Context: an optimization exercise on an open-source flow, tuned for small area, a short achievable clock period and few clock cycles. The choices shown serve that exercise and are no tape-out recipe.
Where RTL was checked, it was by simulation tests only, not by an equivalence proof against the original.
Only the layout flow was run in run 5; the RTL was not checked for function there.
No activity file was given, so power comes from the tool's default toggle rates.

### flow/flow/run.sh
#!/bin/bash
# Standard layout, with timing repair aimed well below the 30 ns clock:
# repair_timing works until every path has this much setup slack.
set -euo pipefail
export SETUP_SLACK_MARGIN=22.85
bash standard.sh > standard.log 2>&1
### flow/standard.sh
#!/bin/bash
# synth_recipe.tcl (not shown) runs the flow's synth.tcl, then flattens the netlist and writes it again
# the make line also repeats each setting of config.mk as NAME=value (left out here)
make -C /OpenROAD-flow-scripts/flow DESIGN_CONFIG=/design/flow/config.mk WORK_HOME=/design/flow/orfs CLKGATE_MAP_FILE= SYNTH_SCRIPT=/design/flow/synth_recipe.tcl "${@:-finish}"
### flow/config.mk
export PLATFORM = sky130hd
export DESIGN_NAME = ppu_top
export DESIGN_NICKNAME = ppu_top
export VERILOG_FILES = /design/flow/design.v
export SDC_FILE = /design/flow/constraint.sdc
export NUM_CORES = 4
export LEC_CHECK = 0
export CAP_MARGIN = 20
export CORE_MARGIN = 2
export CORE_UTILIZATION = 35
export SLEW_MARGIN = 20
export TNS_END_PERCENT = 0
### flow/constraint.sdc
create_clock -name core_clock -period 30.0 [get_ports {clk}]
set_input_delay 6.0000 -clock core_clock [delete_from_list [all_inputs] [get_ports {clk}]]
set_output_delay 6.0000 -clock core_clock [all_outputs]
set_load 0.01 [all_outputs]
### flow/design.v
package ppu_tile_pkg;
  typedef logic [16-1:0] pattern_t;  
  typedef logic [4-1:0] row_id_t;  
  typedef logic [5-1:0] popcount_t;  
  typedef logic [16-1:0] subset_vec_t;  
  function automatic popcount_t count_ones(input pattern_t pat);
    popcount_t n;
    n = '0;
    for (int i = 0; i < 16; i++) begin
      n = n + {{(5-1){1'b0}}, pat[i]};
    end
    count_ones = n;
  endfunction
  function automatic logic [1:0] fa(input logic a, input logic b, input logic c);
    fa = {(a & b) | (c & (a ^ b)), a ^ b ^ c};
  endfunction
  function automatic popcount_t count_ones_tree(input pattern_t p);
    logic [1:0] s0 [5];  
    logic [1:0] t0, t1, u0, u1, v0, v1, w0;
    logic       b0;
    logic [1:0] c1, c2, c3, d1, d2;
    for (int i = 0; i < 5; i++) s0[i] = fa(p[3*i], p[3*i+1], p[3*i+2]);
    t0 = fa(s0[0][0], s0[1][0], s0[2][0]);
    t1 = fa(s0[3][0], s0[4][0], p[15]);
    u0 = fa(t0[0], t1[0], 1'b0);
    b0 = u0[0];
    c1 = fa(s0[0][1], s0[1][1], s0[2][1]);
    c2 = fa(s0[3][1], s0[4][1], t0[1]);
    c3 = fa(t1[1], u0[1], 1'b0);
    d1 = fa(c1[0], c2[0], c3[0]);
    v0 = fa(c1[1], c2[1], c3[1]);
    v1 = fa(v0[0], d1[1], 1'b0);
    w0 = fa(v0[1], v1[1], 1'b0);
    count_ones_tree = {w0[1], w0[0], v1[0], d1[0], b0};
  endfunction
endpackage
`timescale 1ns/10ps
module ppu_top (
  input  logic                   clk,
  input  logic                   rst_n,
  input  logic                   tile_wr_en,
  input  logic [4-1:0]  tile_wr_addr,
  input  logic [16-1:0] tile_wr_data,
  input  logic [4-1:0]  tile_rd_addr,
  output logic [16-1:0] tile_rd_data,
  output logic [5-1:0]   popcount_rd_data,
  input  logic                   tile_start,
  input  logic                   cfg_auto_repeat,
  output logic                   ppu_busy,
  output logic                   tile_done,
  output logic                   task_valid,
  input  logic                   task_ready,
  output logic [4-1:0]  task_row_id,
  output logic [4-1:0]  task_prefix_id,
  output logic                   task_root,
  output logic [16-1:0] task_pattern,
  output logic [5-1:0]   task_popcount
);
  localparam int R = 16;
  localparam int S = 16;
  localparam int RW = 4;
  localparam int PW = 5;
  logic [R-1:0][S-1:0]  row_pat;
  logic [R-1:0][PW-1:0] row_pc;
  logic          wr_v;
  logic [RW-1:0] wr_a;
  logic [S-1:0]  wr_d;
  logic [PW-1:0] wr_pc;
  assign wr_pc = ppu_tile_pkg::count_ones(wr_d);
  always_ff @(posedge clk) begin
    if (!rst_n) begin
      wr_v <= 1'b0;
    end else begin
      wr_v <= tile_wr_en;
    end
    wr_a <= tile_wr_addr;
    wr_d <= tile_wr_data;
  end
  logic [S-1:0]  pat_wdata;
  logic [PW-1:0] pc_wdata;
  assign pat_wdata = tile_wr_data & {S{rst_n}};
  assign pc_wdata  = wr_pc & {PW{rst_n}};
  always_ff @(posedge clk) begin
    for (int r = 0; r < R; r++) begin
      if (!rst_n || (tile_wr_en && tile_wr_addr == r[RW-1:0])) row_pat[r] <= pat_wdata;
      if (!rst_n || (wr_v && wr_a == r[RW-1:0])) row_pc[r] <= pc_wdata;
    end
  end
  always_ff @(posedge clk) begin
    tile_rd_data     <= row_pat[tile_rd_addr];
    popcount_rd_data <= (wr_v && wr_a == tile_rd_addr) ? wr_pc : row_pc[tile_rd_addr];
  end
  logic          busy;
  logic          xfer;
  logic          last;
  logic          start;
  logic          load;
  logic          idle_a;  
  logic          go;      
  logic          pend;    
  logic          row0_wr;  
  logic [RW-1:0] nrow;  
  logic [S-1:0]  q_pat;
  logic [R-1:0]  cand_n;
  logic [R-1:0]  a_cand;  
  logic [S-1:0]  a_pat;
  assign xfer   = task_valid && task_ready;
  assign last   = task_row_id == {RW{1'b1}};
  assign start  = tile_start && !busy;
  assign go     = (start && !row0_wr) || pend;
  assign load   = go || (xfer && !(last && !cfg_auto_repeat));
  assign idle_a = !busy && !go;
  assign q_pat = row_pat[nrow];
  always_comb begin
    for (int r = 0; r < R; r++) begin
      cand_n[r] = (r < {28'd0, nrow}) && ((row_pat[r] & ~q_pat) == '0);
    end
  end
  always_ff @(posedge clk) begin
    if (!rst_n) begin
      a_cand <= '0;
      a_pat  <= '0;
    end else if (idle_a) begin
      a_cand <= '0;
      a_pat  <= row_pat[0];
    end else if (load) begin
      a_cand <= cand_n;
      a_pat  <= q_pat;
    end
  end
  logic [R-1:0]  keep [PW+1];
  logic [PW-1:0] best_pc;
  logic [R-1:0]  win;  
  logic [S-1:0]  pre_pat;
  logic [RW-1:0] pre_id;
  logic          root;
  logic [PW-1:0] a_pc;
  always_comb begin
    keep[PW] = a_cand;
    for (int b = PW-1; b >= 0; b--) begin
      logic [R-1:0] hit;
      for (int r = 0; r < R; r++) hit[r] = keep[b+1][r] && row_pc[r][b];
      best_pc[b] = |hit;
      keep[b]    = best_pc[b] ? hit : keep[b+1];
    end
  end
  always_comb begin
    logic seen;
    seen = 1'b0;
    for (int r = 0; r < R; r++) begin
      win[r] = keep[0][r] && !seen;
      seen   = seen || keep[0][r];
    end
  end
  always_comb begin
    pre_pat = '0;
    pre_id  = '0;
    for (int r = 0; r < R; r++) begin
      pre_pat = pre_pat | (row_pat[r] & {S{win[r]}});
      pre_id  = pre_id | (r[RW-1:0] & {RW{win[r]}});
    end
  end
  assign root = best_pc == '0;
  assign a_pc = ppu_tile_pkg::count_ones_tree(a_pat);
  always_ff @(posedge clk) begin
    if (!rst_n) begin
      busy       <= 1'b0;
      pend       <= 1'b0;
      row0_wr    <= 1'b0;
      task_valid <= 1'b0;
      tile_done  <= 1'b0;
      nrow       <= 4'd1;
    end else begin
      tile_done <= xfer && last;
      pend      <= start && row0_wr;
      row0_wr   <= tile_wr_en && tile_wr_addr == '0;
      if (start) busy <= 1'b1;
      else if (tile_done && !task_valid) busy <= 1'b0;
      if (load) begin
        task_valid <= 1'b1;
        nrow       <= nrow + 1'b1;
      end else if (xfer) begin
        task_valid <= 1'b0;
      end
    end
  end
  always_ff @(posedge clk) begin
    if (load) begin
      task_row_id    <= nrow - 1'b1;
      task_prefix_id <= root ? '0 : pre_id;
      task_root      <= root;
      task_pattern   <= a_pat ^ pre_pat;  
      task_popcount  <= a_pc - best_pc;
    end
  end
  assign ppu_busy = busy;
endmodule
==> summary.md, run 1 <==
| Metric | Value |
|---|---|
| Die Wd | 270 um |
| First DRT Iteration DRCs | 3,393 |
| Final Worst Setup Slack | 22.69 ns |
| Maximum vdd ir drop | between 0.03 and 0.04 mV |
| Most common cell in the synthesized netlist | edfxtp_1 |
| Final period util | 24.4% |
| Critical Path Fanout Max | 16 |
| Post-synth EDFFs | 366 |
| Worst min-delay path category | reg2reg |
| Core area | 0.0700 mm2 |
| CTS H-tree depth | 2 |
| FFs w/ async S/R, synth | 0% |
| PortBufs | just over 80 |
| Dpl cell area | approximately 0.027 mm2 |
| Buf/Inv on CP | 2 |
| Critical Path AT | around 7.6 ns |
| Total power | 2.05 mW |
| Internal power | between 1 and 1.5 mW |
| DR pass1 iterations | 8 |
| Final setup vio count | 0 |
| Pwr/cell area | 70.1 mW/mm2 |
| Synth area leader | edfxtp_1 |
| Die area | ~0.073 mm2 |
| Top FF cell, synth | edfxtp_1 |
| Non-Filler Instances | between 2,000 and 3,000 |
| Yosys cell types | 84 |
| Vias in the first global route | 19,200 |
| Largest net degree at the start of global routing | 80 |
| Top cell type's share of synthesized area | 44.4% |
| RSZ-0062 raised after global routing | yes |
| Outcome | no timing/DRC/antenna violations |
| CP Cell Sequence | clkdlybuf4s50_1, nand2_2, o31ai_4, buf_6 |
| Yosys warns | 3 |
| Startpoint Class | input port |
| Clk network pwr share | between 30% and 40% |
| Layout cell share with drive strength beyond 1 | 24.3% |
| Initial Utilization | about a third |
| Critical path's largest stage delay | approximately 0.63 ns |
| Min Hold Slack | 0.470 ns |
| Synth Instances | 1,842 |
| CTS tree | built |
| CP Capture Type | register |
| CTS buffer count | 51 |
| Setup TNS | 0 ns |
| DRT Wirelength | 105 mm |
| Via count | 19,900 |
| Root buffer cell | clkbuf_16 |
| Placer Congestion | 1.03 |
| Crit path max-delay family | buffers and inverters |
| Clock transition at path regs | 0.06 ns |
| Crit Path Category | in2reg |
| Post-Place Cells | about 2,800 |
| Post-synthesis sequential area ratio | 51.1% |
| Syn avg cell area | 13.4 um2 |
| Hold buffers post-CTS | 0 |
| Detailed placer's ending HPWL | around 74 mm |
| First-pass GRT wire length | about 150 mm |
| Comb power frac | between 20% and 30% |
| Synth Register Bits | 448 |
| Synthesized Nets | 1,910 |
| CTS max path bufs | 3 |
| Layout Utilization | between 40% and 50% |
| Max-slew violations | 0 |
| Num ports | 84 |
| Layout area overhead | 18.1% |
| Post-synth top cells | edfxtp_1 (366), mux4_2 (169), nand2_1 (105), a22oi_1 (94), clkbuf_1 (86) |
| Final nets | 1,995 |
| Peak Freq | 137 MHz |
| Req. time, crit path | about 30 ns |
| Crit-path slowest cell | clkdlybuf4s50_1 |
| Die Y | 270 um |
| Slew HR | 19.0% |
| Clock sinks | approximately 450 |
| Seq pwr share | 45.7% |
| Global Route Usage Sum | 28.1% |
| Final instance area | 0.0292 mm2 |
| Avg WL per Cell | around 36 um |
| Std-Cell Rows | 97 |
| Gr ovfl total | 0 |
| Synth top area cells | edfxtp_1 (44%), mux4_2 (15%), dfxtp_1 (6.6%), a22oi_1 (2.9%), fa_1 (1.8%) |
| Min Tclk post-route | approximately 7.3 ns |
| Sw Pwr | slightly below 0.7 mW |
| Sw frac | 33.3% |
| Remaining DRCs | 0 |
| Initial antenna violation count | 10 |
| Final hold vios | 0 |
| Post-route ant nets | 0 |
| Worst clock skew | 0.0208 ns |
| LEAKAGE | 9.98 nW |
| Clock latency (worst-skew pair) | 0.60 ns |
| Vias per Instance | approximately 6.8 |
| Setup WS pre-CTS | 20.65 ns |
| Worst-Margin Slew | 1.22 ns |
| Post-synthesis cell area | about 0.025 mm2 |
| Total of max-cap violations | 0 |
[area by class of cell]
type / instances / area (um2)
clock inverter: 27 / 272
timing repair inverter: 1 / 7.51
fill: 6391 / 40800
sequential: 448 / 12700
timing repair buffer: 160 / 1600
tap: 940 / 1180
clock buffer: 67 / 1370
multi-input combinational: 1198 / 11900
inverter: 67 / 265
antenna: 1 / 2.50
[state kept, by name, summed over array words and instances (netlist names), 5 cells and up]
signal	flops
task_pattern	16
task_popcount	5
row_pc	80
wr_d	16
a_cand	15
popcount_rd_data	5
row_pat	256
tile_rd_data	16
a_pat	16
[routing by layer]
layer	global-route usage, %	up-vias	part of all wire [%]
met4	11.1	12	5.4
met3	10.3	338	15
met5	0	-	0.076
met2	40.8	1731	42
li1	-	7792	-
met1	38.2	10000	37
[worst register-to-register path, delay by kind of cell, from the launching register on]
family	cells	cell delay, ns
simple gates	8	2.84
compound gates	9	2.07
xor+xnor	1	0.13
flops	1	0.56
buf+inv	6	1.23
[cells by family after synthesis]
kind of cell | after synthesis | synth area share [%]
AND/OR/NAND/NOR | 395 | 8.73
XOR/XNOR | 31 | 1.10
flip-flops | 448 | 51.1
buffers and inverters | 197 | 3.27
AO/OA/AOI/OAI | 527 | 16.2
multiplexers | 206 | 17.0
adder cells (fa/ha/maj) | 38 | 2.59
[worst paths after layout]
kind	from	to	slack (ns)	depth (start not counted)
hold / removal	tile_done$_SDFF_PN0_	busy$_SDFFE_PN0P_	0.47	1
hold reg to reg	tile_done$_SDFF_PN0_	busy$_SDFFE_PN0P_	0.47	1
setup / recovery	tile_wr_en	row_pat[124]$_DFFE_PP_	22.69	4
setup reg to reg	a_cand[8]$_SDFFE_PP0P_	task_pattern[0]$_DFFE_PP_	22.91	24
[timing repair]
item,4_1_cts,5_1_grt
cloned,3,2
buffers inserted,15,8
pin swaps,13,7
setup endpoints to repair,725,425
gates resized for setup,117,61
[placed cells by master (no fill, tap or decap), types with 11 or more instances in the layout]
cell type,n
edfxtp_1,366
mux4_2,169
nand2_1,99
a22oi_1,94
dfxtp_1,67
inv_1,63
buf_4,60
o21ai_0,55
clkbuf_16,53
nand3_1,52
a21oi_1,51
and2_1,49
nor2_1,41
dlygate4sd2_1,37
o211ai_1,35
nand4_1,34
o211a_1,29
a221oi_1,24
xnor2_1,24
a222oi_1,23
o21a_1,23
a22o_1,22
fa_1,22
mux2_2,21
nor3b_1,20
clkdlybuf4s50_1,19
clkdlybuf4s15_1,18
mux2i_1,16
ha_1,16
a32oi_1,15
o22ai_1,14
and3_1,14
clkbuf_1,13
clkinv_2,13
o31ai_1,12
o21ai_2,12
nor2b_1,11
o21ai_1,11
dfxtp_2,11
[power groups by stage]
stage | Clock, mW | Sequential [mW] | Combinational, mW
after floorplan | 0 | 0.867 | 0.291
after global placement | 0 | 0.938 | 0.463
after detailed placement | 0 | 0.937 | 0.474
after CTS | 0.635 | 0.925 | 0.475
after global routing | 0.658 | 0.938 | 0.517
final | 0.627 | 0.936 | 0.483
Testbench counts, summed over its fixed seeds: cycles 13,663.
==> run 2, diff against run 1 <==
--- a/flow/config.mk
+++ b/flow/config.mk
@@ -11,2 +11 @@
 export SLEW_MARGIN = 20
-export TNS_END_PERCENT = 0
==> summary.md, run 2 <==
| Metric | Value |
|---|---|
| Outcome | no timing/DRC/antenna violations (unchanged) |
| Commonest non-fill, non-tap cell in the layout | edfxtp_1 (unchanged) |
| Min Hold Slack | 0.444 ns (was 0.470 ns) |
| FFs w/ async S/R, synth | 0% (unchanged) |
| Clock sinks | 448 (unchanged) |
| Layout area overhead | 20.2% (was 18.1%) |
| Vias per Instance | 6.97 (was 6.84) |
| Final nets | 2,040 (was 1,995) |
| LEAKAGE | 10.3 nW (was 9.98 nW) |
| Met2 Use GR | 44.0% (was 40.8%) |
| Syn avg cell area | 13.4 um2 (unchanged) |
| PortBufs | 83 (unchanged) |
| Crit Path Category | reg2out (was in2reg) |
| Post-Place Cells | 2,788 (was 2,786) |
| Most frequent cells in the layout | edfxtp_1 (366), mux4_2 (169), nand2_1 (97), a22oi_1 (94), buf_4 (89) (was edfxtp_1 (366), mux4_2 (169), nand2_1 (99), a22oi_1 (94), dfxtp_1 (67)) |
| Maximum vdd ir drop | 0.0412 mV (was 0.0391 mV) |
| Avg WL per Cell | 38.9 um (was 36.1 um) |
| Reg-to-Reg Start | a_cand[4]$_SDFFE_PP0P_ (was a_cand[8]$_SDFFE_PP0P_) |
| Final setup vio count | 0 (unchanged) |
| CTS buffer count | 52 (was 51) |
| Clock latency (worst-skew pair) | 0.63 ns (was 0.60 ns) |
| Synth Register Bits | 448 (unchanged) |
| First-pass GRT wire length | 157 mm (was 148 mm) |
| Initial antenna violation count | 6 (was 10) |
| First DRT Iteration DRCs | 3,915 (was 3,393) |
| Worst Hold End | busy$_SDFFE_PN0P_ (unchanged) |
| Initial Utilization | 35.3% (unchanged) |
| Worst clock skew | 0.0367 ns (was 0.0208 ns) |
| R2r worst-path depth | 22 (was 24) |
| Critical Path AT | 1.22 ns (was 7.57 ns) |
| Num ports | 84 (unchanged) |
| Peak-usage layer in the global routing report | met2 (unchanged) |
| Final period util | 24.1% (was 24.4%) |
| Pwr/cell area | 70.0 mW/mm2 (was 70.1 mW/mm2) |
| Sw Pwr | 0.703 mW (was 0.682 mW) |
| CTS tree | built (unchanged) |
| Largest net degree at the start of global routing | 70 (was 80) |
| Startpoint Class | register (was input port) |
| Slew HR | 16.1% (was 19.0%) |
| Yosys cell types | 84 (unchanged) |
| Yosys warns | 3 (unchanged) |
| Post-route ant nets | 0 (unchanged) |
| Remaining DRCs | 0 (unchanged) |
| R2r setup slk | 22.92 ns (was 22.91 ns) |
| RSZ-0062 raised after global routing | yes (unchanged) |
| Synth Instances | 1,842 (unchanged) |
| Critical path's largest stage delay | 0.44 ns (was 0.63 ns) |
| Non-Filler Instances | 2,957 (was 2,909) |
| Hold Startpoint | tile_done$_SDFF_PN0_ (unchanged) |
| Die area | 0.0728 mm2 (unchanged) |
| Worst-Margin Slew | 1.26 ns (was 1.22 ns) |
| Crit-path slowest cell | edfxtp_1 (was clkdlybuf4s50_1) |
| Hold buffers post-CTS | 0 (unchanged) |
| Std-Cell Rows | 97 (unchanged) |
| Largest register FFs | 256 (unchanged) |
| Die Wd | 270 um (unchanged) |
| DR pass1 iterations | 9 (was 8) |
| Top cell type's share of synthesized area | 44.4% (unchanged) |
| Placer Congestion | 0.995 (was 1.03) |
| Post-synthesis sequential area ratio | 51.1% (unchanged) |
| CP Capture Type | primary output (was register) |
| Largest regs | row_pat: 256 flops, row_pc: 80 flops (unchanged) |
| CP Cell Sequence | buf_6 (was clkdlybuf4s50_1, nand2_2, o31ai_4, buf_6) |
| Largest Register | row_pat (unchanged) |
| Layout cell share with drive strength beyond 1 | 29.4% (was 24.3%) |
| Gr ovfl total | 0 (unchanged) |
| Root buffer cell | clkbuf_16 (unchanged) |
| Comb power frac | 24.0% (was 23.6%) |
| Total of max-cap violations | 0 (unchanged) |
| Via count | 20,600 (was 19,900) |
| Worst min-delay path category | reg2reg (unchanged) |
| Peak Freq | 139 MHz (was 137 MHz) |
| Synthesized Nets | 1,910 (unchanged) |
| Post-synth EDFFs | 366 (unchanged) |
| Met1 Use GR | 41.9% (was 38.2%) |
| Detailed placer's ending HPWL | 77.3 mm (was 74.4 mm) |
| Synth top area cells | edfxtp_1 (44%), mux4_2 (15%), dfxtp_1 (6.6%), a22oi_1 (2.9%), fa_1 (1.8%) (unchanged) |
| Post-synth top cells | edfxtp_1 (366), mux4_2 (169), nand2_1 (105), a22oi_1 (94), clkbuf_1 (86) (unchanged) |
| Reg-to-Reg End | task_pattern[9]$_DFFE_PP_ (was task_pattern[0]$_DFFE_PP_) |
| Req. time, crit path | 24.00 ns (was 30.27 ns) |
| Layout Utilization | 42.5% (was 41.7%) |
| Global Route Usage Sum | 30.7% (was 28.1%) |
| Top FF cell, synth | edfxtp_1 (unchanged) |
| Die Y | 270 um (unchanged) |
| CTS max path bufs | 3 (unchanged) |
| Clk network pwr share | 30.9% (was 30.7%) |
| Synth area leader | edfxtp_1 (unchanged) |
| Sw frac | 33.8% (was 33.3%) |
| Vias in the first global route | 19,600 (was 19,200) |
| CTS H-tree depth | 2 (unchanged) |
| Setup TNS | 0 ns (unchanged) |
| Max-slew violations | 0 (unchanged) |
| Buf/Inv on CP | 1 (was 2) |
| Worst Hold Depth | 1 (unchanged) |
| Clock transition at path regs | 0.06 ns (about the same) |
| Most common cell in the synthesized netlist | edfxtp_1 (unchanged) |
| Final hold vios | 0 (unchanged) |
| Seq pwr share | 45.1% (was 45.7%) |
| Core area | 0.0700 mm2 (unchanged) |
| Crit path max-delay family | flip-flops (was buffers and inverters) |
| Post-synthesis cell area | 0.0247 mm2 (unchanged) |
| GRT met3 Usage | 10.2% (was 10.3%) |
| DRT Wirelength | 115 mm (was 105 mm) |
| Internal power | 1.38 mW (was 1.36 mW) |
| Min Tclk post-route | 7.22 ns (was 7.31 ns) |
| Critical Path Fanout Max | 1 (was 16) |
[run 2: through the flow]
step	power, mW	worst slack, ns	cell area, um2
global route	2.14	22.74	29700
finish	2.08	22.78	29700
detailed placement	1.42	20.69	27000
global placement	1.42	20.72	27000
floorplan	1.16	22.29	25300
CTS	2.06	22.73	29500
[run 2: power by group through the flow]
stage	clock network (mW)	registers [mW]	logic, mW
global route	0.673	0.941	0.529
finish	0.643	0.939	0.499
global placement	0	0.940	0.475
floorplan	0	0.867	0.296
CTS	0.647	0.927	0.489
detailed placement	0	0.938	0.479
[run 2: cell families after synthesis]
group                    synth area share [%]
multiplexers                             17.0
buffers and inverters                    3.27
adder cells (fa/ha/maj)                  2.59
flip-flops                               51.1
AND/OR/NAND/NOR                          8.73
XOR/XNOR                                 1.10
AO/OA/AOI/OAI                            16.2
[run 2: timing repair]
action | CTS | global route
cloned | 10 | 2
endpoints found under the setup margin | 473 | 81
buffers inserted | 43 | 15
resized for setup | 334 | 40
pin swaps | 22 | 16
[run 2: cell type report]
type	instances	area (um2)
sequential	448	12700
clock inverter	36	364
timing repair inverter	1	7.51
timing repair buffer	201	1890
antenna	2	5.00
inverter	67	275
multi-input combinational	1201	12000
clock buffer	61	1340
fill	6414	40300
tap	940	1180
[run 2: worst max path at each step]
stage / start / to / slack [ns] / cells after the start
after floorplan: tile_start / a_cand[12]$_SDFFE_PP0P_ / 22.29 / 9
after global placement: tile_start / a_cand[12]$_SDFFE_PP0P_ / 20.72 / 10
after detailed placement: tile_start / a_cand[12]$_SDFFE_PP0P_ / 20.69 / 10
after CTS: task_popcount[3]$_DFFE_PP_ / task_popcount[3] / 22.73 / 1
after global routing: task_popcount[3]$_DFFE_PP_ / task_popcount[3] / 22.74 / 1
final: task_prefix_id[3]$_SDFFCE_PP0P_ / task_prefix_id[3] / 22.78 / 1
[run 2: metal layers]
| layer | part of all wire (%) | routed length [um] | up-vias |
|---|---|---|---|
| met2 | 42 | 48200 | 1872 |
| li1 | - | - | 7888 |
| met5 | 0.078 | 90 | - |
| met3 | 14 | 16300 | 397 |
| met4 | 6.1 | 7020 | 4 |
| met1 | 38 | 43600 | 10400 |
==> run 3, diff against run 2 <==
==> flow/flow/run.sh (replaced) <==
#!/bin/bash
# Standard layout, with timing repair aimed well below the 30 ns clock:
# repair_timing works until every path has this much setup slack. The
# floorplan's repair, on the unplaced netlist, keeps the plain target; the
# repairs after placement, CTS and global routing use the tighter one.
set -euo pipefail
bash standard.sh floorplan > standard_floorplan.log 2>&1
export SETUP_SLACK_MARGIN=22.85
bash standard.sh > standard.log 2>&1
==> summary.md, run 3 <==
| Metric | Value |
|---|---|
| Comb power frac | 24.7% (was 24.0%) |
| Largest net degree at the start of global routing | 80 (was 70) |
| Reg-to-Reg End | task_pattern[7]$_DFFE_PP_ (was task_pattern[9]$_DFFE_PP_) |
| Worst Hold End | busy$_SDFFE_PN0P_ (unchanged) |
| DR pass1 iterations | 7 (was 9) |
| Remaining DRCs | 0 (unchanged) |
| Global Route Usage Sum | 30.3% (was 30.7%) |
| Final nets | 1,999 (was 2,040) |
| Critical Path AT | 1.23 ns (was 1.22 ns) |
| CP Cell Sequence | buf_6 (unchanged) |
| Synth Instances | 1,842 (unchanged) |
| Placer Congestion | 1.02 (was 0.995) |
| Internal power | 1.40 mW (was 1.38 mW) |
| Most common cell in the synthesized netlist | edfxtp_1 (unchanged) |
| Sw frac | 34.4% (was 33.8%) |
| CTS buffer count | 52 (unchanged) |
| Largest regs | row_pat: 256 flops, row_pc: 80 flops (unchanged) |
| Crit-path slowest cell | edfxtp_1 (unchanged) |
| Sw Pwr | 0.732 mW (was 0.703 mW) |
| First DRT Iteration DRCs | 3,393 (was 3,915) |
| Core area | 0.0700 mm2 (unchanged) |
| Post-synth top cells | edfxtp_1 (366), mux4_2 (169), nand2_1 (105), a22oi_1 (94), clkbuf_1 (86) (unchanged) |
| Final hold vios | 0 (unchanged) |
| FFs w/ async S/R, synth | 0% (unchanged) |
| Post-synthesis sequential area ratio | 51.1% (unchanged) |
| Clock latency (worst-skew pair) | 0.63 ns (about the same) |
| Seq pwr share | 44.3% (was 45.1%) |
| CTS H-tree depth | 2 (unchanged) |
| Req. time, crit path | 24.00 ns (about the same) |
| Max-slew violations | 0 (unchanged) |
| Min Tclk post-route | 7.23 ns (was 7.22 ns) |
| Detailed placer's ending HPWL | 80.2 mm (was 77.3 mm) |
| Total of max-cap violations | 0 (unchanged) |
| LEAKAGE | 10.1 nW (was 10.3 nW) |
| Clock sinks | 448 (unchanged) |
| CTS max path bufs | 3 (unchanged) |
| Yosys cell types | 84 (unchanged) |
| Die Y | 270 um (unchanged) |
| Avg WL per Cell | 38.8 um (was 38.9 um) |
| Top cell type's share of synthesized area | 44.4% (unchanged) |
| Post-synth EDFFs | 366 (unchanged) |
| Clock transition at path regs | 0.06 ns (about the same) |
| Final setup vio count | 0 (unchanged) |
| Initial Utilization | 35.3% (unchanged) |
| Final period util | 24.1% (about the same) |
| R2r worst-path depth | 22 (unchanged) |
| Setup TNS | 0 ns (unchanged) |
| PortBufs | 83 (unchanged) |
| Hold Startpoint | tile_done$_SDFF_PN0_ (unchanged) |
| Largest register FFs | 256 (unchanged) |
| Critical Path Fanout Max | 1 (unchanged) |
| Vias in the first global route | 19,300 (was 19,600) |
| Layout cell share with drive strength beyond 1 | 27.9% (was 29.4%) |
| Peak Freq | 138 MHz (was 139 MHz) |
| Gr ovfl total | 0 (unchanged) |
| Die area | 0.0728 mm2 (unchanged) |
| Vias per Instance | 6.88 (was 6.97) |
| Post-route ant nets | 0 (unchanged) |
| Crit Path Category | reg2out (unchanged) |
| Layout area overhead | 19.2% (was 20.2%) |
| Worst clock skew | 0.0318 ns (was 0.0367 ns) |
| CTS tree | built (unchanged) |
| Startpoint Class | register (unchanged) |
| Setup WS pre-CTS | 20.99 ns (was 20.69 ns) |
| Synth area leader | edfxtp_1 (unchanged) |
| Num ports | 84 (unchanged) |
| Fillers | 6,435 (was 6,414) |
| Root buffer cell | clkbuf_16 (unchanged) |
| Buf/Inv on CP | 1 (unchanged) |
| Std-Cell Rows | 97 (unchanged) |
| Reg-to-Reg Start | a_cand[4]$_SDFFE_PP0P_ (unchanged) |
| Maximum vdd ir drop | 0.0409 mV (was 0.0412 mV) |
| Initial antenna violation count | 7 (was 6) |
| Worst min-delay path category | reg2reg (unchanged) |
| Syn avg cell area | 13.4 um2 (unchanged) |
| Synth top area cells | edfxtp_1 (44%), mux4_2 (15%), dfxtp_1 (6.6%), a22oi_1 (2.9%), fa_1 (1.8%) (unchanged) |
| RSZ-0062 raised after global routing | yes (unchanged) |
| Critical path's largest stage delay | 0.45 ns (was 0.44 ns) |
| CP Capture Type | primary output (unchanged) |
| Synthesized Nets | 1,910 (unchanged) |
| Post-synthesis cell area | 0.0247 mm2 (unchanged) |
| Top FF cell, synth | edfxtp_1 (unchanged) |
| Via count | 20,100 (was 20,600) |
| Commonest non-fill, non-tap cell in the layout | edfxtp_1 (unchanged) |
| Hold buffers post-CTS | 0 (unchanged) |
| Worst Hold Depth | 1 (unchanged) |
| Outcome | no timing/DRC/antenna violations (unchanged) |
| R2r setup slk | 23.05 ns (was 22.92 ns) |
| Yosys warns | 3 (unchanged) |
| Clk network pwr share | 31.0% (was 30.9%) |
| Final Worst Setup Slack | 22.77 ns (was 22.78 ns) |
| Crit path max-delay family | flip-flops (unchanged) |
| Slew HR | 18.2% (was 16.1%) |
| Synth Register Bits | 448 (unchanged) |
| DRT Wirelength | 113 mm (was 115 mm) |
| Worst-Margin Slew | 1.23 ns (was 1.26 ns) |
| Largest Register | row_pat (unchanged) |
| First-pass GRT wire length | 156 mm (was 157 mm) |
| Pwr/cell area | 72.2 mW/mm2 (was 70.0 mW/mm2) |
| Most frequent cells in the layout | edfxtp_1 (366), mux4_2 (169), nand2_1 (100), a22oi_1 (94), dfxtp_1 (64) (was edfxtp_1 (366), mux4_2 (169), nand2_1 (97), a22oi_1 (94), buf_4 (89)) |
| Die Wd | 270 um (unchanged) |
[run 3: cell counts after synthesis]
No cell type changed its count.
[run 3: area by class of cell]
class	instances	area, um2	share of cell area, %
antenna	1	2.50	0.00849
clock buffer	71	1430	4.86
clock inverter	27	312	1.06
inverter	67	262	0.887
multi-input combinational	1198	12000	40.7
sequential	448	12700	43.0
tap	940	1180	3.99
timing repair buffer	164	1610	5.45
[run 3: worst max-delay path by stage]
stage                                from  depth (start not counted)  slack, ns                     endpoint
2_1_floorplan             tile_rd_addr[0]                          6      21.50  popcount_rd_data[0]$_DFF_P_
5_1_grt        task_pattern[14]$_DFFE_PP_                          1      22.77             task_pattern[14]
6_report       task_pattern[14]$_DFFE_PP_                          1      22.77             task_pattern[14]
3_5_place_dp              tile_rd_addr[0]                          5      20.99  popcount_rd_data[2]$_DFF_P_
3_3_place_gp                   tile_start                         10      20.39       a_cand[8]$_SDFFE_PP0P_
4_1_cts        task_pattern[14]$_DFFE_PP_                          1      22.75             task_pattern[14]
[run 3: cell families after synthesis]
kind of cell | after synthesis | synth area share, %
fa+ha+maj | 38 | 2.59
compound gates | 527 | 16.2
buf+inv | 197 | 3.27
xor+xnor | 31 | 1.10
mux | 206 | 17.0
simple gates | 395 | 8.73
flops | 448 | 51.1
[run 3: stage by stage]
step / cell area, um2 / utilization (%) / std cells / total power [mW] / hold WS, ns
2_1_floorplan: 24700 / - / 1842 / 1.15 / 0.445
3_3_place_gp: 26800 / 38.3 / 2785 / 1.45 / 0.451
3_5_place_dp: 26800 / 38.3 / 2786 / 1.45 / 0.448
4_1_cts: 29200 / 41.7 / 2906 / 2.12 / 0.442
5_1_grt: 29500 / 42.1 / 2915 / 2.19 / 0.478
6_report: 29500 / 42.1 / 2916 / 2.13 / 0.446
[run 3: power by group through the flow]
stage / combinational, mW / clock, mW / sequential, mW
floorplan: 0.287 / 0 / 0.867
global placement: 0.503 / 0 / 0.946
detailed placement: 0.507 / 0 / 0.944
CTS: 0.515 / 0.666 / 0.934
global route: 0.550 / 0.691 / 0.945
finish: 0.525 / 0.661 / 0.944
[run 3: repair_timing]
action | in CTS | in global routing
gates resized for setup | 352 | 42
hold endpoints to repair | 0 | 0
cloned | 7 | 1
endpoints found under the setup margin | 547 | 229
pin swaps | 16 | 9
setup buffers | 15 | 7
[run 3: metal layers]
metal | global-route usage [%] | routed length [um]
met3 | 10.7 | 15700
met4 | 11.1 | 4750
met1 | 41.0 | 43600
met2 | 44.9 | 49000
met5 | 0 | 69
==> run 4, diff against run 3 <==
--- a/flow/design.v
+++ b/flow/design.v
@@ -88,5 +88,17 @@
   end
-  always_ff @(posedge clk) begin
-    tile_rd_data     <= row_pat[tile_rd_addr];
-    popcount_rd_data <= (wr_v && wr_a == tile_rd_addr) ? wr_pc : row_pc[tile_rd_addr];
+  logic [R-1:0]  rd_sel;  
+  logic [S-1:0]  rd_pat;
+  logic [PW-1:0] rd_pc;
+  always_comb begin
+    rd_pat = '0;
+    rd_pc  = '0;
+    for (int r = 0; r < R; r++) begin
+      rd_sel[r] = tile_rd_addr == r[RW-1:0];
+      rd_pat    = rd_pat | (row_pat[r] & {S{rd_sel[r]}});
+      rd_pc     = rd_pc | (row_pc[r] & {PW{rd_sel[r]}});
+    end
+  end
+  always_ff @(posedge clk) begin
+    tile_rd_data     <= rd_pat;
+    popcount_rd_data <= (wr_v && wr_a == tile_rd_addr) ? wr_pc : rd_pc;
   end
==> summary.md, run 4 <==
| Metric | Value |
|---|---|
| Post-synthesis cell area | 0.0241 mm2 (was 0.0247 mm2) |
| Crit Path Category | in2reg (was reg2out) |
| Final Worst Setup Slack | 22.78 ns (was 22.77 ns) |
| Synth area leader | edfxtp_1 (unchanged) |
| Post-synth top cells | edfxtp_1 (366), a221oi_1 (118), nand2_1 (107), a22o_1 (100), clkbuf_1 (100) (was edfxtp_1 (366), mux4_2 (169), nand2_1 (105), a22oi_1 (94), clkbuf_1 (86)) |
| Buf/Inv on CP | 3 (was 1) |
| Critical Path AT | 7.71 ns (was 1.23 ns) |
| Setup TNS | 0 ns (unchanged) |
| Final setup vio count | 0 (unchanged) |
| Slew HR | 14.4% (was 18.2%) |
| Internal power | 1.36 mW (was 1.40 mW) |
| Met3 wire len | 18.8 mm (was 15.7 mm) |
| Global Route Usage Sum | 34.8% (was 30.3%) |
| Std-Cell Rows | 96 (was 97) |
| Pwr/cell area | 71.9 mW/mm2 (was 72.2 mW/mm2) |
| FFs w/ async S/R, synth | 0% (unchanged) |
| Reg-to-Reg Start | row_pc[14]$_DFFE_PP_ (was a_cand[4]$_SDFFE_PP0P_) |
| Maximum vdd ir drop | 0.0399 mV (was 0.0409 mV) |
| Layout cell share with drive strength beyond 1 | 25.3% (was 27.9%) |
| Top FF cell, synth | edfxtp_1 (unchanged) |
| Die Wd | 266 um (was 270 um) |
| Final hold vios | 0 (unchanged) |
| Remaining DRCs | 0 (unchanged) |
| Critical Path Fanout Max | 10 (was 1) |
| Num ports | 84 (unchanged) |
| Synth Register Bits | 448 (unchanged) |
| Crit-path slowest cell | nor2_4 (was edfxtp_1) |
| PortBufs | 83 (unchanged) |
| M1 WL | 48.4 mm (was 43.6 mm) |
| Peak Freq | 139 MHz (was 138 MHz) |
| Detail Route met2 WL | 51.9 mm (was 49.0 mm) |
| RSZ-0062 raised after global routing | yes (unchanged) |
| Max-slew violations | 0 (unchanged) |
| Placer Congestion | 1.03 (was 1.02) |
| DR pass1 iterations | 14 (was 7) |
| CP Cell Sequence | buf_4, nand2b_4, buf_4, buf_4, nor2_4, a221oi_1, nand4_1 (was buf_6) |
| Hold Startpoint | tile_done$_SDFF_PN0_ (unchanged) |
| Largest register FFs | 256 (unchanged) |
| Layout Utilization | 42.7% (was 42.1%) |
| Clock transition at path regs | 0.06 ns (about the same) |
| Comb power frac | 21.4% (was 24.7%) |
| Worst-Margin Slew | 1.28 ns (was 1.23 ns) |
| Seq pwr share | 47.3% (was 44.3%) |
| Core area | 0.0683 mm2 (was 0.0700 mm2) |
| Gr ovfl total | 0 (unchanged) |
| Largest net degree at the start of global routing | 58 (was 80) |
| Clock latency (worst-skew pair) | 0.63 ns (about the same) |
| Die Y | 266 um (was 270 um) |
| Post-synthesis sequential area ratio | 52.4% (was 51.1%) |
| Most common cell in the synthesized netlist | edfxtp_1 (unchanged) |
| Yosys cell types | 88 (was 84) |
| Clock sinks | 448 (unchanged) |
| Startpoint Class | input port (was register) |
| Synth top area cells | edfxtp_1 (46%), dfxtp_1 (6.8%), mux4_2 (6.0%), a221oi_1 (4.3%), a22o_1 (3.6%) (was edfxtp_1 (44%), mux4_2 (15%), dfxtp_1 (6.6%), a22oi_1 (2.9%), fa_1 (1.8%)) |
| Worst min-delay path category | reg2reg (unchanged) |
| Layout area overhead | 21.2% (was 19.2%) |
| Post-route ant nets | 0 (unchanged) |
| Most frequent cells in the layout | edfxtp_1 (366), a221oi_1 (111), nand2_1 (101), a22o_1 (100), nor2_1 (84) (was edfxtp_1 (366), mux4_2 (169), nand2_1 (100), a22oi_1 (94), dfxtp_1 (64)) |
| Clk network pwr share | 31.3% (was 31.0%) |
| CP Capture Type | register (was primary output) |
| Initial Utilization | 35.2% (was 35.3%) |
| Post-Place Cells | 2,807 (was 2,786) |
| Fillers | 6,206 (was 6,435) |
| Crit path max-delay family | simple AND/OR/NAND/NOR gates (was flip-flops) |
| Syn avg cell area | 12.4 um2 (was 13.4 um2) |
| Initial antenna violation count | 10 (was 7) |
| LEAKAGE | 10.1 nW (about the same) |
| Critical path's largest stage delay | 0.54 ns (was 0.45 ns) |
| Post-synth EDFFs | 366 (unchanged) |
| Min Tclk post-route | 7.22 ns (was 7.23 ns) |
| CTS H-tree depth | 2 (unchanged) |
| Sw Pwr | 0.736 mW (was 0.732 mW) |
| Commonest non-fill, non-tap cell in the layout | edfxtp_1 (unchanged) |
| Top cell type's share of synthesized area | 45.6% (was 44.4%) |
| Via count | 22,200 (was 20,100) |
| Non-Filler Instances | 2,991 (was 2,916) |
| Final period util | 24.1% (about the same) |
| Vias in the first global route | 20,600 (was 19,300) |
| CTS max path bufs | 3 (unchanged) |
| Avg WL per Cell | 42.5 um (was 38.8 um) |
| Worst clock skew | 0.0428 ns (was 0.0318 ns) |
| Synthesized Nets | 2,003 (was 1,910) |
| First-pass GRT wire length | 171 mm (was 156 mm) |
| Total of max-cap violations | 0 (unchanged) |
| Final nets | 2,129 (was 1,999) |
| Die area | 0.0709 mm2 (was 0.0728 mm2) |
| Yosys warns | 3 (unchanged) |
| Root buffer cell | clkbuf_16 (unchanged) |
| Req. time, crit path | 30.49 ns (was 24.00 ns) |
| Largest Register | row_pat (unchanged) |
| Outcome | no timing/DRC/antenna violations (unchanged) |
| DRT Wirelength | 127 mm (was 113 mm) |
| Top cell by count, worst path | buf_4 |
| Detailed placer's ending HPWL | 84.2 mm (was 80.2 mm) |
| Synth Instances | 1,935 (was 1,842) |
| Max Used Layer | met5 (unchanged) |
| CTS tree | built (unchanged) |
| First DRT Iteration DRCs | 4,112 (was 3,393) |
| Crit. Startpoint | tile_rd_addr[3] (was task_pattern[14]$_DFFE_PP_) |
| Sw frac | 35.1% (was 34.4%) |
| Largest regs | row_pat: 256 flops, row_pc: 80 flops (unchanged) |
| CTS buffer count | 49 (was 52) |
| Vias per Instance | 7.44 (was 6.88) |
| Hold buffers post-CTS | 0 (unchanged) |
| Setup WS pre-CTS | 21.38 ns (was 20.99 ns) |
==> run 4: cell types whose count changed after synthesis, sizes merged, moves of 18 or more <==
cell,delta
mux4,-105
a221oi,+97
a22o,+78
nor2,+49
and2,-21
a211oi,+18
==> run 4: power by group through the flow <==
stage | logic [mW] | clock network, mW | registers (mW)
3_3_place_gp | 0.414 | 0 | 0.987
6_report | 0.449 | 0.657 | 0.994
2_1_floorplan | 0.252 | 0 | 0.874
3_5_place_dp | 0.424 | 0 | 0.984
4_1_cts | 0.434 | 0.661 | 0.972
5_1_grt | 0.477 | 0.682 | 0.986
==> run 4: area by class of cell <==
type	instances	area [um2]	area share [%]
clock buffer	64	1400	4.78
multi-input combinational	1313	11500	39.5
inverter	50	191	0.656
sequential	448	12700	43.4
antenna	7	17.5	0.0600
tap	882	1100	3.78
timing repair buffer	199	1910	6.53
clock inverter	28	368	1.26
==> run 4: through the flow <==
stage | cell area (um2) | hold WS [ns] | total power [mW]
2_1_floorplan | 24100 | 0.467 | 1.13
6_report | 29200 | 0.447 | 2.10
3_5_place_dp | 26100 | 0.458 | 1.41
5_1_grt | 29200 | 0.480 | 2.15
3_3_place_gp | 26100 | 0.443 | 1.40
4_1_cts | 28800 | 0.455 | 2.07
==> run 4: worst paths after layout <==
path | slack, ns | endpoint | cells past startpoint
min reg2reg | 0.45 | busy$_SDFFE_PN0P_ | 1
min | 0.45 | busy$_SDFFE_PN0P_ | 1
max reg2reg | 23.01 | task_pattern[12]$_DFFE_PP_ | 22
max | 22.78 | tile_rd_data[12]$_DFF_P_ | 7
==> run 4: logic make-up after synthesis <==
group | Yosys count | synth area share (%)
AO/OA/AOI/OAI | 705 | 23.7
XOR/XNOR | 31 | 1.13
adder cells (fa/ha/maj) | 38 | 2.66
buffers and inverters | 185 | 3.19
flip-flops | 448 | 52.4
multiplexers | 100 | 7.58
AND/OR/NAND/NOR | 428 | 9.27
==> run 4: routing by layer <==
metal / GRT usage, % / vias up
li1: - / 8358
met1: 45.7 / 11100
met2: 49.2 / 2175
met3: 14.9 / 565
met4: 16.4 / 14
met5: 1.04 / -
==> run 4: worst register-to-register path: stages, from the launching register on <==
cell and delay, ns:
edfxtp_1 0.66, a22oi_1 0.17, and4_4 0.26, a21oi_1 0.37, o22ai_1 0.25, a211oi_4 0.45
and4_4 0.47, a211oi_2 0.10, buf_4 0.20, nand2_4 0.12, inv_2 0.18, o2111ai_1 0.35
o221a_1 0.26, o211a_1 0.36, a21o_2 0.29, o21a_1 0.13, buf_4 0.36, nor4b_4 0.09
buf_4 0.27, a222oi_1 0.47, nand4_1 0.16, a211oi_2 0.59, xnor2_1 0.16
==> run 4: timing repair <==
| item | 4_1_cts | 5_1_grt |
|---|---|---|
| setup buffers | 53 | 19 |
| resized for setup | 340 | 64 |
| pin swaps | 27 | 25 |
| endpoints found under the setup margin | 556 | 195 |
| gates cloned | 11 | 2 |
Testbench counts of run 4, summed over its fixed seeds: cycles 13,663.
==> run 5, diff against run 4 <==
--- a/flow/design.v
+++ b/flow/design.v
@@ -114,2 +114,3 @@
   logic [RW-1:0] nrow;  
+  logic [R-1:0]  nrow_oh;  
   logic [S-1:0]  q_pat;
@@ -124,3 +125,6 @@
   assign idle_a = !busy && !go;
-  assign q_pat = row_pat[nrow];
+  always_comb begin
+    q_pat = '0;
+    for (int r = 0; r < R; r++) q_pat = q_pat | (row_pat[r] & {S{nrow_oh[r]}});
+  end
   always_comb begin
@@ -184,2 +188,3 @@
       nrow       <= 4'd1;
+      nrow_oh    <= 16'd2;
     end else begin
@@ -193,2 +198,3 @@
         nrow       <= nrow + 1'b1;
+        nrow_oh    <= {nrow_oh[R-2:0], nrow_oh[R-1]};
       end else if (xfer) begin
==> flow/flow/run.sh (replaced) <==
#!/bin/bash
# Standard layout, with timing repair aimed well below the 30 ns clock:
# repair_timing works until every path has this much setup slack.
set -euo pipefail
export SETUP_SLACK_MARGIN=23
bash standard.sh > standard.log 2>&1
--- a/flow/config.mk
+++ b/flow/config.mk
@@ -7,5 +7,5 @@
 export LEC_CHECK = 0
-export CAP_MARGIN = 20
+export CAP_MARGIN = 10
 export CORE_MARGIN = 2
 export CORE_UTILIZATION = 35
-export SLEW_MARGIN = 20
+export SLEW_MARGIN = 10
==> summary.md, run 5 <==
| Metric | Value |
|---|---|
| Req. time, crit path | 24.00 ns (was 30.49 ns) |
| Crit-path slowest cell | edfxtp_1 (was nor2_4) |
| Std-Cell Rows | 95 (was 96) |
| LEAKAGE | 10.9 nW (was 10.1 nW) |
| Root buffer cell | clkbuf_16 (unchanged) |
| Setup TNS | 0 ns (unchanged) |
| Largest regs | row_pat: 256 flops, row_pc: 80 flops (unchanged) |
| Initial antenna violation count | 7 (was 10) |
| Clock transition at path regs | 0.06 ns (about the same) |
| Final period util | 24.1% (about the same) |
| CP Capture Type | primary output (was register) |
| Final setup vio count | 0 (unchanged) |
| R2r worst-path depth | 22 (unchanged) |
| Buf/Inv on CP | 1 (was 3) |
| Die area | 0.0705 mm2 (was 0.0709 mm2) |
| Critical Path AT | 1.24 ns (was 7.71 ns) |
| Most common cell in the synthesized netlist | edfxtp_1 (unchanged) |
| Largest net degree at the start of global routing | 59 (was 58) |
| Clock latency (worst-skew pair) | 0.64 ns (was 0.63 ns) |
| Post-synthesis cell area | 0.0240 mm2 (was 0.0241 mm2) |
| Global Route Usage Sum | 38.1% (was 34.8%) |
| Top cell type's share of synthesized area | 45.9% (was 45.6%) |
| Min Tclk post-route | 7.24 ns (was 7.22 ns) |
| Placer Congestion | 1.06 (was 1.03) |
| Final nets | 2,319 (was 2,129) |
| CTS tree | built (unchanged) |
| CTS buffer count | 50 (was 49) |
| RSZ-0062 raised after global routing | yes (unchanged) |
| Die Y | 266 um (about the same) |
| Top FF cell, synth | edfxtp_1 (unchanged) |
| Max-slew violations | 0 (unchanged) |
| Most frequent cells in the layout | edfxtp_1 (366), a22oi_1 (167), a22o_1 (165), nand2_1 (108), buf_4 (99) (was edfxtp_1 (366), a221oi_1 (111), nand2_1 (101), a22o_1 (100), nor2_1 (84)) |
| FFs w/ async S/R, synth | 0% (unchanged) |
| Core area | 0.0675 mm2 (was 0.0683 mm2) |
| Num ports | 84 (unchanged) |
| Gr ovfl total | 0 (unchanged) |
| R2r setup slk | 22.87 ns (was 23.01 ns) |
| Crit path max-delay family | flip-flops (was simple AND/OR/NAND/NOR gates) |
| Total of max-cap violations | 0 (unchanged) |
| Commonest non-fill, non-tap cell in the layout | edfxtp_1 (unchanged) |
| Post-route ant nets | 0 (unchanged) |
| Worst Hold Depth | 1 (unchanged) |
| Final hold vios | 0 (unchanged) |
| Via count | 23,700 (was 22,200) |
| Worst Hold End | busy$_SDFFE_PN0P_ (unchanged) |
| Startpoint Class | register (was input port) |
| Yosys warns | 3 (unchanged) |
| Synth top area cells | edfxtp_1 (46%), dfxtp_1 (8.2%), a22o_1 (6.0%), a22oi_1 (5.2%), a221oi_1 (4.5%) (was edfxtp_1 (46%), dfxtp_1 (6.8%), mux4_2 (6.0%), a221oi_1 (4.3%), a22o_1 (3.6%)) |
| Crit Path Category | reg2out (was in2reg) |
| Layout Utilization | 44.7% (was 42.7%) |
| Layout area overhead | 26.0% (was 21.2%) |
| Synthesized Nets | 2,167 (was 2,003) |
| Largest register FFs | 256 (unchanged) |
| Clock sinks | 464 (was 448) |
| Initial Utilization | 35.5% (was 35.2%) |
| Synth area leader | edfxtp_1 (unchanged) |
| Post-synth EDFFs | 366 (unchanged) |
| Yosys cell types | 80 (was 88) |
| Peak Freq | 138 MHz (was 139 MHz) |
| CP Cell Sequence | buf_2 (was buf_4, nand2b_4, buf_4, buf_4, nor2_4, a221oi_1, nand4_1) |
| Critical Path Fanout Max | 2 (was 10) |
| Worst clock skew | 0.0334 ns (was 0.0428 ns) |
| Detailed placer's ending HPWL | 89.4 mm (was 84.2 mm) |
| Layout cell share with drive strength beyond 1 | 24.9% (was 25.3%) |
| Pwr/cell area | 67.7 mW/mm2 (was 71.9 mW/mm2) |
| DR pass1 iterations | 10 (was 14) |
| Synth Register Bits | 464 (was 448) |
| PortBufs | 83 (unchanged) |
| Post-synthesis sequential area ratio | 54.1% (was 52.4%) |
| Synth Instances | 2,099 (was 1,935) |
| Vias in the first global route | 21,700 (was 20,600) |
| Maximum vdd ir drop | 0.0389 mV (was 0.0399 mV) |
| Remaining DRCs | 0 (unchanged) |
| First-pass GRT wire length | 185 mm (was 171 mm) |
| Slew HR | 19.1% (was 14.4%) |
| Critical path's largest stage delay | 0.44 ns (was 0.54 ns) |
| DRT Wirelength | 139 mm (was 127 mm) |
| Avg WL per Cell | 44.0 um (was 42.5 um) |
| Vias per Instance | 7.46 (was 7.44) |
| Reg-to-Reg End | task_pattern[8]$_DFFE_PP_ (was task_pattern[12]$_DFFE_PP_) |
| Hold buffers post-CTS | 0 (unchanged) |
| CTS H-tree depth | 2 (unchanged) |
| Die Wd | 266 um (about the same) |
| CTS max path bufs | 3 (unchanged) |
| Worst-Margin Slew | 1.21 ns (was 1.28 ns) |
| First DRT Iteration DRCs | 4,635 (was 4,112) |
| Reg-to-Reg Start | row_pc[9]$_DFFE_PP_ (was row_pc[14]$_DFFE_PP_) |
| Syn avg cell area | 11.4 um2 (was 12.4 um2) |
| Post-synth top cells | edfxtp_1 (366), a22oi_1 (167), a22o_1 (165), a221oi_1 (124), nand2_1 (117) (was edfxtp_1 (366), a221oi_1 (118), nand2_1 (107), a22o_1 (100), clkbuf_1 (100)) |
| Hold Startpoint | tile_done$_SDFF_PN0_ (unchanged) |
| Outcome | no timing/DRC/antenna violations (unchanged) |
| Largest Register | row_pat (unchanged) |
| Worst min-delay path category | reg2reg (unchanged) |
[run 5: cell count changes after synthesis, sizes merged, moves of 18 or more]
cell	change
a21oi	+48
a22o	+65
a22oi	+88
mux4	-64
o21ai	-34
o31ai	+21
a32oi	-18
nand4	+21
nand3	+39
inv	+31
[run 5: metrics by stage]
step,cells,setup WS [ns],hold WS (ns),area [um2],total power [mW]
after floorplan,2099,22.72,0.457,25100,1.09
after global placement,2958,21.28,0.445,26500,1.31
after detailed placement,2958,21.23,0.456,26500,1.31
after CTS,3130,22.72,0.465,29500,2.00
after global routing,3167,22.74,0.489,30200,2.08
final,3169,22.76,0.466,30200,2.04
[run 5: layout make-up]
class	count	area [um2]
repair buffers	248	2660
flip-flops and latches	464	13000
clock buffers	59	1370
fillers	6103	37300
clock inverters	35	439
inverters	81	328
diodes	3	7.51
repair inverters	2	17.5
well taps	873	1090
multi-input cells	1404	11300
[run 5: repair_timing]
item,CTS,global route
gates resized for setup,392,80
gates cloned,15,3
buffers inserted,63,33
setup endpoints to repair,818,180
pin swaps,34,25
[run 5: report_power, final]
part | internal [mW] | leakage [nW] | total, mW | switching [mW]
logic | 0.140 | 5.60 | 0.365 | 0.226
clock network | 0.393 | 0.882 | 0.679 | 0.287
registers | 0.816 | 4.39 | 0.998 | 0.182
total | 1.35 | 10.9 | 2.04 | 0.694
[run 5: routing by layer]
metal	vias to the layer above	share of wire (%)	wire length, um	GRT usage, %
li1	8934	-	-	-
met1	11700	38	53100	50.1
met2	2405	40	55900	52.9
met3	573	16	21900	17.4
met4	6	6.0	8380	17.9
met5	-	0.073	101	0.554
[run 5: how the worst max path moves through the flow]
stage	from	end	slack, ns	depth (start not counted)
2_1_floorplan	tile_rd_addr[1]	popcount_rd_data[0]$_DFF_P_	22.72	8
3_3_place_gp	tile_start	a_cand[13]$_SDFFE_PP0P_	21.28	11
3_5_place_dp	tile_start	a_cand[13]$_SDFFE_PP0P_	21.23	11
4_1_cts	task_popcount[2]$_DFFE_PP_	task_popcount[2]	22.72	1
5_1_grt	task_popcount[2]$_DFFE_PP_	task_popcount[2]	22.74	1
6_report	task_row_id[2]$_DFFE_PP_	task_row_id[2]	22.76	1
[run 5: kinds of logic after synthesis]
kind of cell | Yosys count | share of synthesized area [%]
compound gates | 823 | 27.2
xor+xnor | 30 | 1.10
fa+ha+maj | 38 | 2.67
buf+inv | 241 | 4.11
flops | 464 | 54.1
mux | 5 | 0.230
simple gates | 498 | 10.6

separate check: timing with driven ports:
The flow's constraints put no driver on any port. The routed layouts listed below were extracted and timed again, unchanged, in two steps.
Step 1 assumes that a clkbuf_16 drives the clock port and a buf_2 every other input.
Step 2 moves the port delays by t, midway between the first and last clock arrival at a register: inputs arrive t later, outputs are due t later. That takes back most of the time a late clock gives input paths.
Slacks: no drivers / after step 1 / after step 2; pairs: no drivers / after step 1.
| run | t, ns | setup WS [ns] | worst hold slack (ns) | worst setup path at the end |
|---|---|---|---|---|
| run 1 | 0.655 | 22.694 / 22.642 / 21.987 | 0.470 / 0.470 / 0.470 | input to register |
| run 2 | 0.674 | 22.784 / 22.668 / 21.993 | 0.444 / 0.444 / 0.444 | input to register |
| run 3 | 0.675 | 22.773 / 22.655 / 21.979 | 0.446 / 0.446 / 0.446 | input to register |
| run 4 | 0.668 | 22.782 / 22.787 / 22.130 | 0.447 / 0.447 / 0.447 | input to register |
| run 5 | 0.689 | 22.758 / 22.690 / 22.268 | 0.466 / 0.466 / 0.466 | input to register |
After both steps setup and hold are still met in every run listed. The setup slack of run 3, which loses most, moves by -0.118 ns with the drivers and by -0.794 ns with both steps.
